From an optimization exercise on the open Yosys and OpenROAD flow, aimed at small area, a short achievable clock period and few clock cycles; shortcuts taken in it are not production practice. The RTL was checked by simulation tests, not by an equivalence proof against the original design. No activity file was given, so power comes from the tool's default toggle rates.

==> flow/design.v (excerpt) <==
module alu_muldiv #(
  parameter int unsigned LEN = 32
) (
  input  logic            clk,
  input  logic            rst_n,
  input  logic            flush,
  input  logic            req_valid,
  output logic            req_ready,
  input  logic [alu_pkg::OP_W-1:0] alu_ctrl,
  input  logic [LEN-1:0]  aluop1,
  input  logic [LEN-1:0]  aluop2,
  output logic            resp_valid,
  output logic [LEN-1:0]  aluout,
  output logic            zero
);
Settings: LEC_CHECK=0, CAP_MARGIN=20, CORE_MARGIN=2, CORE_UTILIZATION=40, PLACE_DENSITY=0.72, SLEW_MARGIN=20; clock period 12.0 ns.
standard.sh (not shown) runs the stock make flow with config.mk's settings and CLKGATE_MAP_FILE= SYNTH_SCRIPT=/design/flow/synth_recipe.tcl, a recipe that flattens the netlist after the stock synthesis.
==> flow/flow/run.sh <==
#!/bin/bash
# Own flow: the standard layout (standard.sh: unchanged synthesis, floorplan, placement, CTS,
# routing) with the same SDC and clock period. Two settings differ from the defaults:
#  - timing repair is asked to leave a larger setup margin, so the resizer keeps working on paths
#    shorter than the clock period;
#  - every input and output port still gets its own buffer, but a plain buf_4 rather than the
#    delay-style buffer the resizer picks by default.
# ORFS writes each step's full log under orfs/logs/; make's own output goes to standard.log.
set -euo pipefail
export SETUP_SLACK_MARGIN=8
export BUFFER_PORTS_ARGS="-buffer_cell sky130_fd_sc_hd__buf_4"
bash standard.sh > standard.log 2>&1
The first run ran to the end with no violations.
Testbench counts at the start, summed over its fixed seeds: cycles 26,164.
Next try:
--- a/flow/flow/run.sh
+++ b/flow/flow/run.sh
@@ -9,3 +9,3 @@
 set -euo pipefail
-export SETUP_SLACK_MARGIN=8
+export SETUP_SLACK_MARGIN=7.75
 export BUFFER_PORTS_ARGS="-buffer_cell sky130_fd_sc_hd__buf_4"
--- a/flow/config.mk
+++ b/flow/config.mk
@@ -10,3 +10,3 @@
 export CORE_UTILIZATION = 40
-export PLACE_DENSITY = 0.72
+export PLACE_DENSITY = 0.8
 export SLEW_MARGIN = 20
After rerunning:
- Now the flow finished with capacitance limit, slew limit left
- cell count came out lower slightly
- setup slack is better by 31 ps
- total power is higher by a few percent
- routed wire length rises by a few percent
- via count barely changes
- cell area shrinks by a few percent
Next try:
--- a/flow/flow/run.sh
+++ b/flow/flow/run.sh
@@ -9,3 +9,3 @@
 set -euo pipefail
-export SETUP_SLACK_MARGIN=7.75
+export SETUP_SLACK_MARGIN=7
 export BUFFER_PORTS_ARGS="-buffer_cell sky130_fd_sc_hd__buf_4"
--- a/flow/config.mk
+++ b/flow/config.mk
@@ -10,3 +10,3 @@
 export CORE_UTILIZATION = 40
-export PLACE_DENSITY = 0.8
+export PLACE_DENSITY = 0.72
 export SLEW_MARGIN = 20
=> The changed run passed the timing, DRC and antenna checks. Total power shrinks by 13%. Final cell count decreases by 2.2%. Wire length fell by 8.3%. Register-to-register slack is worse by 680 ps. Area after synthesis is unchanged. Die area is unchanged. Hold slack is better by 9.5 ps.
Next try:
--- a/flow/flow/run.sh
+++ b/flow/flow/run.sh
@@ -9,3 +9,3 @@
 set -euo pipefail
-export SETUP_SLACK_MARGIN=7
+export SETUP_SLACK_MARGIN=7.75
 export BUFFER_PORTS_ARGS="-buffer_cell sky130_fd_sc_hd__buf_4"
--- a/flow/config.mk
+++ b/flow/config.mk
@@ -12 +12,2 @@
 export SLEW_MARGIN = 20
+export TNS_END_PERCENT = 60
=> The new run finished clean. Via count grows by 1.4%. Total power grows by 5.1%. Die area is unchanged. Global-route usage grows by 0.33 points. Utilization grows by 2.0 points. Maximum frequency grows by 16%. Design area grows by 4.7%. Routed wire length grows by 1.8%. Worst hold slack is about the same. Clock skew grows by 4.6 ps. Worst setup slack gains 690 ps.


build 31:
Starting RTL as in the previous note.
==> flow/design.v (excerpt) <==
module alu_muldiv #(
  parameter int unsigned LEN = 32
) (
  input  logic            clk,
  input  logic            rst_n,
  input  logic            flush,
  input  logic            req_valid,
  output logic            req_ready,
  input  logic [alu_pkg::OP_W-1:0] alu_ctrl,
  input  logic [LEN-1:0]  aluop1,
  input  logic [LEN-1:0]  aluop2,
  output logic            resp_valid,
  output logic [LEN-1:0]  aluout,
  output logic            zero
);
==> flow/config.mk <==
export PLATFORM = sky130hd
export DESIGN_NAME = alu_muldiv
export DESIGN_NICKNAME = alu_muldiv
export VERILOG_FILES = /design/flow/design.v
export SDC_FILE = /design/flow/constraint.sdc
export NUM_CORES = 4
export LEC_CHECK = 0
export CAP_MARGIN = 20
export CORE_MARGIN = 2
export CORE_UTILIZATION = 40
export PLACE_DENSITY = 0.72
export SLEW_MARGIN = 20
==> flow/constraint.sdc <==
create_clock -name core_clock -period 12.0 [get_ports {clk}]
set_input_delay 2.4000 -clock core_clock [delete_from_list [all_inputs] [get_ports {clk}]]
set_output_delay 2.4000 -clock core_clock [all_outputs]
set_load 0.01 [all_outputs]
==> flow/flow/run.sh <==
#!/bin/bash
# Own flow: the standard layout (standard.sh: unchanged synthesis, floorplan, placement, CTS,
# routing) with the same SDC and clock period. Two settings differ from the defaults:
#  - timing repair is asked to leave a larger setup margin, so the resizer keeps working on paths
#    shorter than the clock period;
#  - every input and output port still gets its own buffer, but a plain buf_4 rather than the
#    delay-style buffer the resizer picks by default.
# ORFS writes each step's full log under orfs/logs/; make's own output goes to standard.log.
set -euo pipefail
export SETUP_SLACK_MARGIN=7.75
export BUFFER_PORTS_ARGS="-buffer_cell sky130_fd_sc_hd__buf_4"
bash standard.sh > standard.log 2>&1
Testbench counts of build 31, summed over its fixed seeds: cycles 26,164.
Here is what was changed in the inputs of build 39 compared with build 31.
diff --git a/flow/flow/run.sh b/flow/flow/run.sh
--- a/flow/flow/run.sh
+++ b/flow/flow/run.sh
@@ -10 +10 @@
-export SETUP_SLACK_MARGIN=7.75
+export SETUP_SLACK_MARGIN=7.5
==> comparison <==
On worst endpoint required time, build 39 tracks build 31 almost exactly. Build 39 -> build 31: count of hold-fix buffers inserted at cts delta 0, exact match. Relative to build 31, routed length on met2 has decreased by 1400 um in build 39. Relative area change from synthesis to final layout: build 39 lower than build 31. In build 39, the total power came out 2.9% below the value in build 31. Build 39: part of the total power dissipated in the clock network is 0.3 points higher than what build 31 reported. Storage element area: build 31 vs build 39 — no meaningful difference. Re worst setup slack: build 39 and build 31 aren't equal, and the lower value belongs to build 39.
Input changes introduced in build 47 (baseline for comparison: build 39):
Settings: TNS_END_PERCENT now 30, previously not set.
diff --git a/flow/flow/run.sh b/flow/flow/run.sh
--- a/flow/flow/run.sh
+++ b/flow/flow/run.sh
@@ -10 +10 @@
-export SETUP_SLACK_MARGIN=7.5
+export SETUP_SLACK_MARGIN=7.75
==> run notes <==
- Build 47 vs. build 39: non-clock buffer count went up by about 30%.
- Summary of build 47 over build 39: worst hold slack essentially unchanged, number of buffers added for setup after CTS increased 37, transition time at the pin with the least slew margin decreased 10 ps.
- Build 47 ends up with a routed length on met2 that is about 1.8% higher than in build 39.
- Of build 47 and build 39, build 47 shows the higher static leakage power, with build 39 below it.

## static timing again, ports no longer ideal
Ports are ideal in the flow. The routed layouts listed here were re-timed in OpenROAD. Step 1, drivers: a clkbuf_16 drives clk and a buf_2 each remaining input, both assumed. Step 2 moves the port delays by t, midway between the first and last clock arrival at a register: inputs arrive t later, outputs are due t later. That takes back most of the time a late clock gives input paths. Three values: ideal, step 1, step 2; two values: the first two.
| run | t (ns) | setup slack, ns | worst setup path at the end | worst slew at a driven data input, ns | pins driven straight from the clock port |
|---|---|---|---|---|---|
| the first run of note 1 | 0.745 | 7.547 / 7.547 / 7.547 | register to register | 0.05 | 1 |
| the second run of note 1 | 0.749 | 7.578 / 7.578 / 7.578 | register to register | 0.05 | 1 |
| the third run of note 1 | 0.732 | 6.902 / 6.902 / 6.902 | register to register | 0.12 | 1 |
| the fourth run of note 1 | 0.733 | 7.591 / 7.591 / 7.591 | register to register | 0.12 | 1 |
| build 31 | 0.735 | 7.644 / 7.644 / 7.644 | register to register | 0.12 | 1 |
| build 39 | 0.728 | 7.492 / 7.492 / 7.492 | register to register | 0.12 | 1 |
| build 47 | 0.738 | 7.550 / 7.550 / 7.550 | register to register | 0.12 | 1 |
